What follows belongs to an exercise in optimizing a design on an open flow for small area; a production flow would make more cautious choices.
Function was checked by simulation only, so behaviour that the tests miss may differ from the original.
Power and IR drop assume default switching activity.

==> flow/design.v <==
`timescale 1ns/1ps
package cache_pkg;
    localparam int DATA_WIDTH = 8;
    localparam int RAM_DEPTH = 256;
    localparam int ADDR_WIDTH = $clog2(RAM_DEPTH);
    localparam int DEF_WAYS = 4;
    localparam int DEF_SETS = 4;
    localparam int HIT_LATENCY = 2;
    localparam int MISS_LATENCY = 3;
    typedef enum logic {
        OP_READ  = 1'b0,
        OP_WRITE = 1'b1
    } cache_op_e;
    typedef struct packed {
        cache_op_e               op;
        logic [ADDR_WIDTH-1:0]   addr;
        logic [DATA_WIDTH-1:0]   wdata;
    } cache_req_t;
    typedef struct packed {
        logic [DATA_WIDTH-1:0] data;
    } cache_rsp_t;
endpackage
`timescale 1ns/1ps
module ram_aoi3 (
    input  logic [2:0] d,
    input  logic [2:0] s,
    output logic       y
);
    assign y = ~|(d & s);
endmodule
module ram_aoi1 (
    input  logic d,
    input  logic s,
    output logic y
);
    assign y = ~(d & s);
endmodule
module ram_nand_tree (
    input  logic [29:0] n,
    output logic        y
);
    assign y = ~&n;
endmodule
module ram_read_bit (
    input  logic [87:0] d,
    input  logic [87:0] s,
    output logic        y
);
    logic [29:0] n;
    for (genvar i = 0; i < 29; i++) begin : g_aoi
        ram_aoi3 u_aoi (.d(d[i*3 +: 3]), .s(s[i*3 +: 3]), .y(n[i]));
    end
    ram_aoi1 u_last (.d(d[87]), .s(s[87]), .y(n[29]));
    ram_nand_tree u_tree (.n(n), .y(y));
endmodule
module ram_read (
    input  logic [703:0] mem,
    input  logic [87:0]  row,
    output logic [7:0]   rd
);
    for (genvar b = 0; b < 8; b++) begin : g_bit
        logic [87:0] d;
        for (genvar r = 0; r < 88; r++) begin : g_row
            assign d[r] = mem[r*8 + b];
        end
        ram_read_bit u_bit (.d(d), .s(row), .y(rd[b]));
    end
endmodule
module ram_port (
    input  logic wsel,
    input  logic wd,
    input  logic keep,
    input  logic q,
    output logic d
);
    assign d = (wsel & wd) | (keep & q);
endmodule
`timescale 1ns/1ps
`timescale 1ns/1ps
`timescale 1ns/1ps
`timescale 1ns/1ps
module cache_top (
    input  logic       clk,
    input  logic       rst,
    input  logic       req_valid,
    input  logic       req_op,
    input  logic [7:0] req_addr,
    input  logic [7:0] req_wdata,
    output logic       req_ready,
    output logic       done,
    output logic [7:0] rsp_data
);
    localparam logic [1:0] S_IDLE = 2'd0, S_LOOKUP = 2'd1, S_MEM = 2'd2, S_DONE = 2'd3;
    logic [1:0] state_q;
    logic       idle, lookup, mem_st;
    assign idle   = (state_q == S_IDLE);
    assign lookup = (state_q == S_LOOKUP);
    assign mem_st = (state_q == S_MEM);
    assign done   = (state_q == S_DONE);
    assign req_ready = idle;
    logic       accept;
    logic       op_q;
    logic [7:0] addr_q;
    logic [7:0] wd_q;
    assign accept = idle && req_valid;
    always_ff @(posedge clk) begin
        if (accept) begin
            addr_q <= req_addr;
            wd_q   <= req_wdata;
        end
    end
    always_ff @(posedge clk or posedge rst) begin
        if (rst) begin
            op_q <= 1'b0;
        end else if (accept) begin
            op_q <= req_op;
        end
    end
    logic [4:0] pos_q;
    logic [1:0] zc_q;
    always_ff @(posedge clk or posedge rst) begin
        if (rst) begin
            pos_q <= '0;
            zc_q  <= '0;
        end else begin
            pos_q <= pos_q + 5'd1;
            if (zc_q != 2'd3) zc_q <= zc_q + 2'd1;
        end
    end
    logic [7:0] ra;
    assign ra = idle ? req_addr : addr_q;
    logic [5:0] tag_i;
    logic [1:0] setpos;
    logic       at_even;
    assign tag_i   = addr_q[7:2];
    assign setpos  = ra[1:0] + pos_q[1:0];
    assign at_even = !setpos[0];
    logic [3:0][5:0] tslot_q [4];
    logic [3:0] tvld_q  [4];
    logic [3:0] m_now, m_q, m;
    always_comb begin
        for (int j = 0; j < 4; j++) begin
            m_now[j] = tvld_q[{setpos[1], 1'b0}][j] && (tslot_q[{setpos[1], 1'b0}][j] == ra[7:2]);
        end
    end
    always_ff @(posedge clk) begin
        m_q <= m_now;
    end
    assign m = at_even ? m_now : m_q;
    logic hit;
    assign hit = |m;
    logic [3:0] sh;
    assign sh[0] = 1'b1;
    assign sh[1] = ~m[0];
    assign sh[2] = ~(m[0] | m[1]);
    assign sh[3] = ~(m[0] | m[1] | m[2]);
    logic miss_q;
    always_ff @(posedge clk) begin
        miss_q <= mem_st;
    end
    logic upd;
    assign upd = setpos[0] && (lookup || mem_st || (done && !miss_q));
    logic [3:0][5:0] tslot_d [4];
    logic [3:0] tvld_d  [4];
    always_comb begin
        for (int p = 0; p < 4; p++) begin
            tslot_d[p] = tslot_q[(p+3)%4];
            tvld_d[p]  = tvld_q[(p+3)%4];
        end
        for (int p = 0; p < 4; p += 2) begin
            if (upd && setpos == 2'((p+3)%4)) begin
                tslot_d[p][0] = tag_i;
                for (int j = 1; j < 4; j++) begin
                    if (sh[j]) tslot_d[p][j] = tslot_q[(p+3)%4][j-1];
                end
                if (!hit) tvld_d[p] = {tvld_q[(p+3)%4][2:0], 1'b1};
            end
        end
    end
    always_ff @(posedge clk) begin
        for (int p = 0; p < 4; p++) tslot_q[p] <= tslot_d[p];
    end
    always_ff @(posedge clk or posedge rst) begin
        if (rst) begin
            for (int p = 0; p < 4; p++) tvld_q[p] <= '0;
        end else begin
            for (int p = 0; p < 4; p++) tvld_q[p] <= tvld_d[p];
        end
    end
    localparam int RL = 32;
    localparam int NR = 8;
    logic       zero, ram_ok;
    assign zero   = (zc_q != 2'd3);
    assign ram_ok = !zero;
    localparam logic [RL-1:0] PORT = 32'h4924_9249;
    logic [4:0]  wslot;
    logic [7:0]  wring;
    logic [31:0] wss;
    assign wslot = addr_q[4:0] + pos_q;
    always_comb begin
        for (int i = 0; i < RL; i++) wss[i] = (wslot == 5'(i));
        for (int k = 0; k < NR; k++) wring[k] = op_q && (addr_q[7:5] == 3'(k));
    end
    logic [7:0] ring_q [NR][RL];
    logic [7:0] ring_d [NR][RL];
    for (genvar k = 0; k < NR; k++) begin : g_ring
        for (genvar i = 0; i < RL; i++) begin : g_slot
            if (PORT[i]) begin : g_port
                logic wsel, keep;
                assign wsel = wring[k] && wss[(i+RL-1)%RL];
                assign keep = !wsel && !zero;
                for (genvar b = 0; b < 8; b++) begin : g_bit
                    ram_port u_port (.wsel(wsel), .wd(wd_q[b]), .keep(keep),
                                     .q(ring_q[k][(i+RL-1)%RL][b]), .d(ring_d[k][i][b]));
                end
            end else begin : g_shift
                assign ring_d[k][i] = ring_q[k][(i+RL-1)%RL];
            end
        end
    end
    always_ff @(posedge clk) begin
        for (int k = 0; k < NR; k++) begin
            for (int i = 0; i < RL; i++) ring_q[k][i] <= ring_d[k][i];
        end
    end
    localparam int NT = 11;
    logic [4:0]    rslot;
    logic [NT-1:0] rss;
    logic [7:0]    rring;
    logic          at_tap;
    assign rslot  = ra[4:0] + pos_q;
    assign at_tap = |rss;
    always_comb begin
        for (int i = 0; i < NT; i++) rss[i] = (rslot == 5'(3*i));
        for (int k = 0; k < NR; k++) rring[k] = (ra[7:5] == 3'(k));
    end
    logic [NR*NT-1:0]   row;
    logic [NR*NT*8-1:0] tap_flat;
    always_comb begin
        for (int k = 0; k < NR; k++) begin
            for (int i = 0; i < NT; i++) begin
                row[k*NT+i] = rring[k] && rss[i];
                tap_flat[(k*NT+i)*8 +: 8] = ring_q[k][3*i];
            end
        end
    end
    logic [7:0] tap_raw, tap_rd;
    ram_read u_read (.mem(tap_flat), .row(row), .rd(tap_raw));
    assign tap_rd = ram_ok ? tap_raw : 8'h00;
    logic       fwd;
    logic [7:0] cap_q;
    assign fwd = op_q && (addr_q == ra);
    always_ff @(posedge clk) begin
        if (at_tap) cap_q <= fwd ? wd_q : tap_rd;
    end
    logic [7:0] rsp_d;
    assign rsp_d = op_q ? 8'h00 : (at_tap ? tap_rd : cap_q);
    logic [7:0] rsp_q;
    always_ff @(posedge clk or posedge rst) begin
        if (rst) begin
            rsp_q <= '0;
        end else if (done) begin
            rsp_q <= rsp_d;
        end
    end
    assign rsp_data = done ? rsp_d : rsp_q;
    always_ff @(posedge clk or posedge rst) begin
        if (rst) begin
            state_q <= S_IDLE;
        end else begin
            case (state_q)
                S_IDLE:   if (req_valid) state_q <= S_LOOKUP;
                S_LOOKUP: state_q <= hit ? S_DONE : S_MEM;
                S_MEM:    state_q <= S_DONE;
                default:  state_q <= S_IDLE;
            endcase
        end
    end
endmodule
clock: 10.0 ns
lec_check: 0
cap_margin: 10
core_margin: 2
core_utilization: 65
cts_buf_list: sky130_fd_sc_hd__clkbuf_8
cts_cluster_diameter: 80
cts_cluster_size: 15
gpl_timing_driven: 0
setup_slack_margin: 0.2
slew_margin: 10
synth_hierarchical: 1
standard.sh (not shown) runs the stock make flow with config.mk's settings and CLKGATE_MAP_FILE= SYNTH_SCRIPT=/design/flow/synth_recipe.tcl, a recipe that flattens the netlist after the stock synthesis.
==> flow/flow/run.sh <==
#!/bin/bash
# Standard layout with three changes to how it is built: clock tree synthesis
# leaves out dummy loads and uses larger sink clusters; the port buffers are
# plain buf_2 cells; the synthesis step runs first on its own, unchanged.
# Each tool's output goes to the ORFS logs; make's output goes to *.log here.
set -euo pipefail
bash standard.sh synth > standard_synth.log 2>&1
export CTS_ARGS="-sink_clustering_enable -repair_clock_nets -dont_use_dummy_load -sink_clustering_size 18 -sink_clustering_max_diameter 80 -buf_list sky130_fd_sc_hd__clkbuf_8"
export BUFFER_PORTS_ARGS="-buffer_cell sky130_fd_sc_hd__buf_2"
bash standard.sh > standard.log 2>&1
Rerun with:
--- a/flow/design.v
+++ b/flow/design.v
@@ -128,24 +128,18 @@
         end
     end
-    logic [7:0] ra;
-    assign ra = idle ? req_addr : addr_q;
+    logic [1:0] set_i;
     logic [5:0] tag_i;
     logic [1:0] setpos;
-    logic       at_even;
-    assign tag_i   = addr_q[7:2];
-    assign setpos  = ra[1:0] + pos_q[1:0];
-    assign at_even = !setpos[0];
+    assign set_i  = addr_q[1:0];
+    assign tag_i  = addr_q[7:2];
+    assign setpos = set_i + pos_q[1:0];
     logic [3:0][5:0] tslot_q [4];
     logic [3:0] tvld_q  [4];
-    logic [3:0] m_now, m_q, m;
+    logic [3:0] m;
     always_comb begin
         for (int j = 0; j < 4; j++) begin
-            m_now[j] = tvld_q[{setpos[1], 1'b0}][j] && (tslot_q[{setpos[1], 1'b0}][j] == ra[7:2]);
-        end
-    end
-    always_ff @(posedge clk) begin
-        m_q <= m_now;
-    end
-    assign m = at_even ? m_now : m_q;
+            m[j] = tvld_q[setpos][j] && (tslot_q[setpos][j] == tag_i);
+        end
+    end
     logic hit;
     assign hit = |m;
@@ -225,8 +219,10 @@
     end
     localparam int NT = 11;
+    logic [7:0]    ra;
     logic [4:0]    rslot;
     logic [NT-1:0] rss;
     logic [7:0]    rring;
     logic          at_tap;
+    assign ra     = idle ? req_addr : addr_q;
     assign rslot  = ra[4:0] + pos_q;
     assign at_tap = |rss;
What happened: Clock skew is about the same; area after synthesis is about the same; design area stays flat; combinational power is about the same; non-clock buffer count increases by 6; count of clock-buffer cells in the layout does not change; die area stays flat; worst setup slack gains 0.015 ns; wire length increases by 1.4%; maximum frequency barely changes; via count increases by 0.71%.

---

Setup of run 4:
Starts from the design.v that is shown in full above.
clock: 10.0 ns
lec_check: 0
cap_margin: 10
core_margin: 2
core_utilization: 72
cts_buf_list: sky130_fd_sc_hd__clkbuf_8
cts_cluster_diameter: 80
cts_cluster_size: 15
gpl_timing_driven: 0
setup_slack_margin: 0.2
slew_margin: 10
synth_hierarchical: 1
Scripts as last shown in full above: flow/flow/run.sh
Input-level comparison between run 1 and run 4:
diff --git a/flow/design.v b/flow/design.v
--- a/flow/design.v
+++ b/flow/design.v
@@ -127,26 +127,20 @@
             if (zc_q != 2'd3) zc_q <= zc_q + 2'd1;
         end
     end
-    logic [7:0] ra;
-    assign ra = idle ? req_addr : addr_q;
+    logic [1:0] set_i;
     logic [5:0] tag_i;
     logic [1:0] setpos;
-    logic       at_even;
-    assign tag_i   = addr_q[7:2];
-    assign setpos  = ra[1:0] + pos_q[1:0];
-    assign at_even = !setpos[0];
+    assign set_i  = addr_q[1:0];
+    assign tag_i  = addr_q[7:2];
+    assign setpos = set_i + pos_q[1:0];
     logic [3:0][5:0] tslot_q [4];
     logic [3:0] tvld_q  [4];
-    logic [3:0] m_now, m_q, m;
+    logic [3:0] m;
     always_comb begin
         for (int j = 0; j < 4; j++) begin
-            m_now[j] = tvld_q[{setpos[1], 1'b0}][j] && (tslot_q[{setpos[1], 1'b0}][j] == ra[7:2]);
-        end
-    end
-    always_ff @(posedge clk) begin
-        m_q <= m_now;
-    end
-    assign m = at_even ? m_now : m_q;
+            m[j] = tvld_q[setpos][j] && (tslot_q[setpos][j] == tag_i);
+        end
+    end
     logic hit;
     assign hit = |m;
     logic [3:0] sh;
@@ -224,10 +218,12 @@
         end
     end
     localparam int NT = 11;
+    logic [7:0]    ra;
     logic [4:0]    rslot;
     logic [NT-1:0] rss;
     logic [7:0]    rring;
     logic          at_tap;
+    assign ra     = idle ? req_addr : addr_q;
     assign rslot  = ra[4:0] + pos_q;
     assign at_tap = |rss;
     always_comb begin
Results
- No stage failed in run 1, and the final checks on the layout all came back clean.
- Between run 4 and run 1, the difference in sequential cell count is negligible.
- Final period demand of the worst path delta for run 1 relative to run 4: 180 ps lower
- Going from run 4 to run 1, count of inverters other than clock inverters in the layout shrinks by 1.
- Re buffer and inverter count on the worst path: no difference whatsoever between run 1 and run 4.
- Going from run 4 to run 1, power in sequential cells held, met2 wirelength from detailed routing decreased by 200 um relative to the old numbers, area overhead of the layout relative to synthesis increased by 0.40 points relative to the old numbers, I/O pin count shows no meaningful change, synthesized cell area shows no meaningful change.
- On share of flip-flops with an asynchronous set or reset, run 4 tracks run 1 almost exactly.

---

Another version of the RTL of cache_top (not shown whole).
Size in the first run: roughly 3,600 cells after synthesis, roughly 77,000 µm² of cells after synthesis.
==> module cache_top, before the edit <==
module cache_top (
    input  logic       clk,
    input  logic       rst,
    input  logic       req_valid,
    input  logic       req_op,
    input  logic [7:0] req_addr,
    input  logic [7:0] req_wdata,
    output logic       req_ready,
    output logic       done,
    output logic [7:0] rsp_data
);
    localparam logic [1:0] S_IDLE = 2'd0, S_LOOKUP = 2'd1, S_MEM = 2'd2, S_DONE = 2'd3;
    logic [1:0] state_q;
    logic       idle, lookup, mem_st;
    assign idle   = (state_q == S_IDLE);
    assign lookup = (state_q == S_LOOKUP);
    assign mem_st = (state_q == S_MEM);
    assign done   = (state_q == S_DONE);
    assign req_ready = idle;
    logic       op_q;
    logic [7:0] addr_q;
    logic [7:0] wd_q;
    always_ff @(posedge clk) begin
        if (idle) begin
            op_q   <= req_op;
            addr_q <= req_addr;
            wd_q   <= req_wdata;
        end
    end
    logic [1:0] set_i;
    logic [5:0] tag_i;
    assign set_i = addr_q[1:0];
    assign tag_i = addr_q[7:2];
    logic [5:0] slot_q [4][4];
    logic [3:0] vld_q  [4];
    logic [3:0] m;
    always_comb begin
        for (int j = 0; j < 4; j++) begin
            m[j] = vld_q[set_i][j] && (slot_q[set_i][j] == tag_i);
        end
    end
    logic hit;
    assign hit = |m;
    logic [3:0] sh;
    assign sh[0] = 1'b1;
    assign sh[1] = ~m[0];
    assign sh[2] = ~(m[0] | m[1]);
    assign sh[3] = ~(m[0] | m[1] | m[2]);
    always_ff @(posedge clk) begin
        for (int s = 0; s < 4; s++) begin
            if (done && set_i == 2'(s)) begin
                slot_q[s][0] <= tag_i;
                for (int j = 1; j < 4; j++) begin
                    if (sh[j]) slot_q[s][j] <= slot_q[s][j-1];
                end
            end
        end
    end
    always_ff @(posedge clk or posedge rst) begin
        if (rst) begin
            for (int s = 0; s < 4; s++) vld_q[s] <= '0;
        end else begin
            for (int s = 0; s < 4; s++) begin
                if (done && !hit && set_i == 2'(s)) vld_q[s] <= {vld_q[s][2:0], 1'b1};
            end
        end
    end
    logic       gv_q;
    logic       clr, wr;
    assign clr = lookup && op_q && !gv_q;
    assign wr  = done && op_q;
    always_ff @(posedge clk or posedge rst) begin
        if (rst) begin
            gv_q <= 1'b0;
        end else if (lookup && op_q) begin
            gv_q <= 1'b1;
        end
    end
    logic [15:0] hsel, lsel;
    always_comb begin
        for (int i = 0; i < 16; i++) begin
            hsel[i] = (addr_q[7:4] == 4'(i)) || clr;
            lsel[i] = (addr_q[3:0] == 4'(i)) || clr;
        end
    end
    logic [255:0] row;
    always_comb begin
        for (int g = 0; g < 16; g++) begin
            for (int b = 0; b < 16; b++) begin
                row[g*16+b] = hsel[g] && lsel[b];
            end
        end
    end
    logic [7:0]   mem_q [256];
    logic [2047:0] mem_flat;
    logic [7:0]   rd_raw;
    always_comb begin
        for (int r = 0; r < 256; r++) mem_flat[r*8 +: 8] = mem_q[r];
    end
    ram_read u_read (.mem(mem_flat), .row(row), .rd(rd_raw));
    logic [7:0] wbus;
    assign wbus = wr ? wd_q : (clr ? 8'h00 : rd_raw);
    always_ff @(posedge clk) begin
        for (int r = 0; r < 256; r++) begin
            if (row[r]) mem_q[r] <= wbus;
        end
    end
    logic [7:0] rd;
    assign rd = gv_q ? rd_raw : 8'h00;
    logic [7:0] rsp_q;
    always_ff @(posedge clk or posedge rst) begin
        if (rst) begin
            rsp_q <= '0;
        end else if ((lookup && hit) || mem_st) begin
            rsp_q <= op_q ? 8'h00 : rd;
        end
    end
    assign rsp_data = rsp_q;
    always_ff @(posedge clk or posedge rst) begin
        if (rst) begin
            state_q <= S_IDLE;
        end else begin
            case (state_q)
                S_IDLE:   if (req_valid) state_q <= S_LOOKUP;
                S_LOOKUP: state_q <= hit ? S_DONE : S_MEM;
                S_MEM:    state_q <= S_DONE;
                default:  state_q <= S_IDLE;
            endcase
        end
    end
endmodule
make LEC_CHECK=0 CAP_MARGIN=10 CORE_MARGIN=2 CORE_UTILIZATION=65 CTS_BUF_LIST=sky130_fd_sc_hd__clkbuf_8 CTS_CLUSTER_DIAMETER=80 CTS_CLUSTER_SIZE=15 GPL_TIMING_DRIVEN=0 SLEW_MARGIN=10 SYNTH_HIERARCHICAL=1 finish   # period 10.0 ns
run.sh (not shown) runs the stock make flow with config.mk's settings and CLKGATE_MAP_FILE= SYNTH_SCRIPT=/design/flow/synth_recipe.tcl, a recipe that flattens the netlist after the stock synthesis.
Stock flow here: none of the scripts above is used.
Next try:
--- a/flow/design.v
+++ b/flow/design.v
@@ -57,10 +57,18 @@
             assign d[r] = mem[r*8 + b];
         end
         ram_read_bit u_bit (.d(d), .s(row), .y(rd[b]));
     end
 endmodule
+module ram_wsel (
+    input  logic wr,
+    input  logic wd,
+    input  logic rd,
+    output logic y
+);
+    assign y = wr ? wd : rd;
+endmodule
 `timescale 1ns/1ps
 `timescale 1ns/1ps
 `timescale 1ns/1ps
 `timescale 1ns/1ps
 module cache_top (
@@ -161,15 +169,21 @@
     logic [7:0]   rd_raw;
     always_comb begin
         for (int r = 0; r < 256; r++) mem_flat[r*8 +: 8] = mem_q[r];
     end
     ram_read u_read (.mem(mem_flat), .row(row), .rd(rd_raw));
-    logic [7:0] wbus;
-    assign wbus = wr ? wd_q : (clr ? 8'h00 : rd_raw);
+    logic [7:0] rd_keep;
+    assign rd_keep = clr ? 8'h00 : rd_raw;
+    logic [7:0] wbus [4];
+    for (genvar k = 0; k < 4; k++) begin : g_wbus
+        for (genvar b = 0; b < 8; b++) begin : g_bit
+            ram_wsel u_wsel (.wr(wr), .wd(wd_q[b]), .rd(rd_keep[b]), .y(wbus[k][b]));
+        end
+    end
     always_ff @(posedge clk) begin
         for (int r = 0; r < 256; r++) begin
-            if (row[r]) mem_q[r] <= wbus;
+            if (row[r]) mem_q[r] <= wbus[r / 64];
         end
     end
     logic [7:0] rd;
     assign rd = gv_q ? rd_raw : 8'h00;
     logic [7:0] rsp_q;
Register-to-register slack gains 0.25 ns.
Non-clock buffer count goes down by 60.
Clock skew is higher by 0.0063 ns.
Total power falls by 4.6%.
Design area went down by 1.1%.

what the ideal ports hide:
The results above use ideal ports. As a check the final layouts listed here were re-extracted and re-timed, cells and wires unchanged. Step 1 assumes that a clkbuf_16 drives the clock port and a buf_2 every other input. Step 2 also shifts input and output timing later by t, the mid clock arrival at the registers, as if the neighbouring blocks saw the same clock. Slacks: no drivers / after step 1 / after step 2; pairs: no drivers / after step 1.
run | shift t [ns] | setup slack, ns | hold slack, ns | worst setup path at the end
the first run of note 1 | 0.903 | 0.264 / 0.243 / 0.243 | 0.294 / 0.294 / 0.294 | input to output
the second run of note 1 | 0.883 | 0.279 / 0.216 / 0.534 | 0.294 / 0.294 / 0.294 | input to output
run 4 | 0.881 | 0.297 / 0.265 / 0.275 | 0.272 / 0.272 / 0.272 | input to output
run 1 | 0.865 | 0.474 / 0.411 / 0.836 | 0.295 / 0.295 / 0.295 | input to output
the first run of note 3 | 0.925 | 1.480 / 1.480 / 1.480 | 0.446 / 0.446 / 0.446 | register to register
the second run of note 3 | 0.981 | 1.727 / 1.727 / 1.727 | 0.454 / 0.454 / 0.454 | register to register
After both steps setup and hold are still met in every run listed. For run 4, which loses most, drivers alone change the setup slack by -0.032 ns; drivers and shift together by -0.022 ns.
